Background: an optimization exercise with open tools, aiming at small area and a short achievable clock period. Do not read the settings as production practice. In this exercise RTL edits were held to simulation tests only and were not proved equivalent to the original. Power and IR drop assume default switching activity.

Setup of red:
Design scope_capture, start of the top module:
module scope_capture (
  input  logic        clk,
  input  logic        reset,
  input  logic [11:0] sin_in,
  input  logic [11:0] cos_in,
  input  logic [11:0] squ_in,
  input  logic [11:0] saw_in,
  input  logic [1:0]  sel,
  input  logic [11:0] trig_level,
  input  logic        trig_slope,
  input  logic [7:0]  decim,
  input  logic        arm,
  input  logic        abort,
  output logic        busy,
  output logic        done,
  input  logic [7:0]  rd_addr,
  output logic [11:0] rd_data
);
  logic        busy_q, done_q, capt_q;
  logic [1:0]  sel_q;
  logic [11:0] level_q;
  logic        slope_q;
  logic [7:0]  decim_q;
  logic [7:0]  rem_q;       
  logic        zero_q;      
  logic [7:0]  wptr_q;
  logic        rise_q;      
  logic        fall_q;      
  logic [11:0] chan [4];
  assign chan[0] = sin_in;
  assign chan[1] = cos_in;
  assign chan[2] = squ_in;
  assign chan[3] = saw_in;
  logic [3:0] ge, le;
  always_comb begin
    for (int c = 0; c < 4; c++) begin
      ge[c] = (chan[c] >= level_q);
      le[c] = (chan[c] <= level_q);
    end
  end
  logic [11:0] cur;
  logic        cur_ge, cur_le;
  assign cur    = chan[sel_q];
  assign cur_ge = ge[sel_q];
  assign cur_le = le[sel_q];
  logic strobe, hit, last, arm_ok;
  assign strobe = busy_q & zero_q;
  assign hit    = (rise_q & cur_ge) | (fall_q & cur_le);
  assign last   = &wptr_q;
  assign arm_ok = arm & ~abort & ~busy_q;
  always_ff @(posedge clk or negedge reset) begin
    if (!reset) begin
      busy_q <= 1'b0;
      done_q <= 1'b0;
      capt_q <= 1'b0;
    end else if (abort) begin
      busy_q <= 1'b0;
      done_q <= 1'b0;
      capt_q <= 1'b0;
    end else if (arm_ok) begin
      busy_q <= 1'b1;
      done_q <= 1'b0;
      capt_q <= 1'b0;
    end else if (strobe) begin
      if (!capt_q) begin
        if (hit) capt_q <= 1'b1;
      end else if (last) begin
        busy_q <= 1'b0;
        done_q <= 1'b1;
        capt_q <= 1'b0;
      end
    end
  end
  always_ff @(posedge clk) begin
    if (arm_ok) begin
      sel_q   <= sel;
      level_q <= trig_level;
      slope_q <= trig_slope;
      decim_q <= decim;
      rem_q   <= decim;
      zero_q  <= (decim == 8'd0);
  ...
For scale: roughly 3200 flip-flops, about 97 I/O pins, roughly 110000 um2 of cells after synthesis.
make LEC_CHECK=0 CAP_MARGIN=20 CORE_MARGIN=2 CORE_UTILIZATION=60 CTS_CLUSTER_DIAMETER=60 CTS_CLUSTER_SIZE=25 SETUP_SLACK_MARGIN=2.6 SLEW_MARGIN=20 SYNTH_HIERARCHICAL=1 SYNTH_MINIMUM_KEEP_SIZE=0 finish   # period 5.0 ns
run.sh (not shown) runs the stock make flow with config.mk's settings and CLKGATE_MAP_FILE= SYNTH_SCRIPT=/design/flow/synth_recipe.tcl, a recipe that flattens the netlist after the stock synthesis.
Edits applied to the flow inputs when going from red to blue:
-- flow/config.mk --
<<< red, line 10
export CORE_UTILIZATION = 60
>>> blue, line 10
export CORE_UTILIZATION = 52
<<< red, line 14
export SLEW_MARGIN = 20
>>> blue, line 14
export SLEW_MARGIN = 60
Notes after the runs:
Changes observed in blue relative to red: sequential share of layout area +0.81 points; length in cells of the worst reg-to-reg path picked up an extra 1; die area increased 30000 um2; relative area of clock buffers and inverters in the final design was more or less identical; critical path depth increased by 6 relative to the old numbers.
Comparing wire length for red and blue, the smaller number came from blue.
In the flow results for red and blue, the cell internal power dissipation is smaller on blue.
On sequential standard cell area, red and blue are basically level.
blue vs. red: total power did not really move; number of buffers added for setup after CTS went down by 105.
diff inputs: blue => green
-- flow/config.mk --
<<< blue, line 10
export CORE_UTILIZATION = 52
>>> green, line 10
export CORE_UTILIZATION = 60
Notes after the runs:
Changes observed in green relative to blue: critical path depth in cells now sits lower; number of DRC markers in iteration 0 picked up an extra about 13%; worst-path maximum fanout decreased 7; average via count per standard cell went up 0.32.

Another version of the RTL of scope_capture (not shown whole).
Size: roughly 6800 cells after synthesis, about 3200 flip-flops, about 97 I/O pins, ~0.11 mm² of cells after synthesis.
Design scope_capture, start of the top module:
module scope_capture (
  input  logic        clk,
  input  logic        reset,
  input  logic [11:0] sin_in,
  input  logic [11:0] cos_in,
  input  logic [11:0] squ_in,
  input  logic [11:0] saw_in,
  input  logic [1:0]  sel,
  input  logic [11:0] trig_level,
  input  logic        trig_slope,
  input  logic [7:0]  decim,
  input  logic        arm,
  input  logic        abort,
  output logic        busy,
  output logic        done,
  input  logic [7:0]  rd_addr,
  output logic [11:0] rd_data
);
clock: 5.0 ns
lec_check: 0
cap_margin: 0
core_margin: 2
core_utilization: 60
cts_cluster_diameter: 60
cts_cluster_size: 25
setup_slack_margin: 2.6
slew_margin: 0
synth_hierarchical: 1
synth_minimum_keep_size: 0
Next try:
Settings changed: CAP_MARGIN 0 to 20, SLEW_MARGIN 0 to 20.
=> Sequential share of layout area went up by 0.11 points; flip-flop and latch count does not change; final area is about the same; cell count is about the same; setup slack gains 30 ps; total power increases by 0.63%; area after synthesis does not change; critical path depth goes down by 2.

## afterwards: timing with drivers on the ports
The flow's constraints put no driver on any port. The routed layouts listed below were extracted and timed again, unchanged, in two steps.
Step 1 (the two cells are an assumption about what drives the block):
set clk [get_ports {clk}]
set_driving_cell -lib_cell sky130_fd_sc_hd__clkbuf_16 $clk
set_driving_cell -lib_cell sky130_fd_sc_hd__buf_2 [delete_from_list [all_inputs] $clk]
Step 2 moves the port delays by t, midway between the first and last clock arrival at a register: inputs arrive t later, outputs are due t later. That takes back most of the time a late clock gives input paths.
Slacks: ideal / step 1 / step 2; pairs: ideal / step 1.
run	shift t [ns]	setup WS [ns]	slew at the worst register clock pin (ns)
red	0.955	2.195 / 1.872 / 0.917	0.10 / 0.10
blue	0.957	2.182 / 1.977 / 1.020	0.10 / 0.10
green	0.956	2.207 / 1.923 / 0.967	0.10 / 0.10
the first run of note 2	0.951	2.102 / 2.147 / 1.196	0.10 / 0.10
the second run of note 2	0.960	2.132 / 2.149 / 1.188	0.10 / 0.10
After both steps every run listed still meets setup and hold. For red, which loses most, drivers alone change the setup slack by -0.323 ns; drivers and shift together by -1.278 ns.
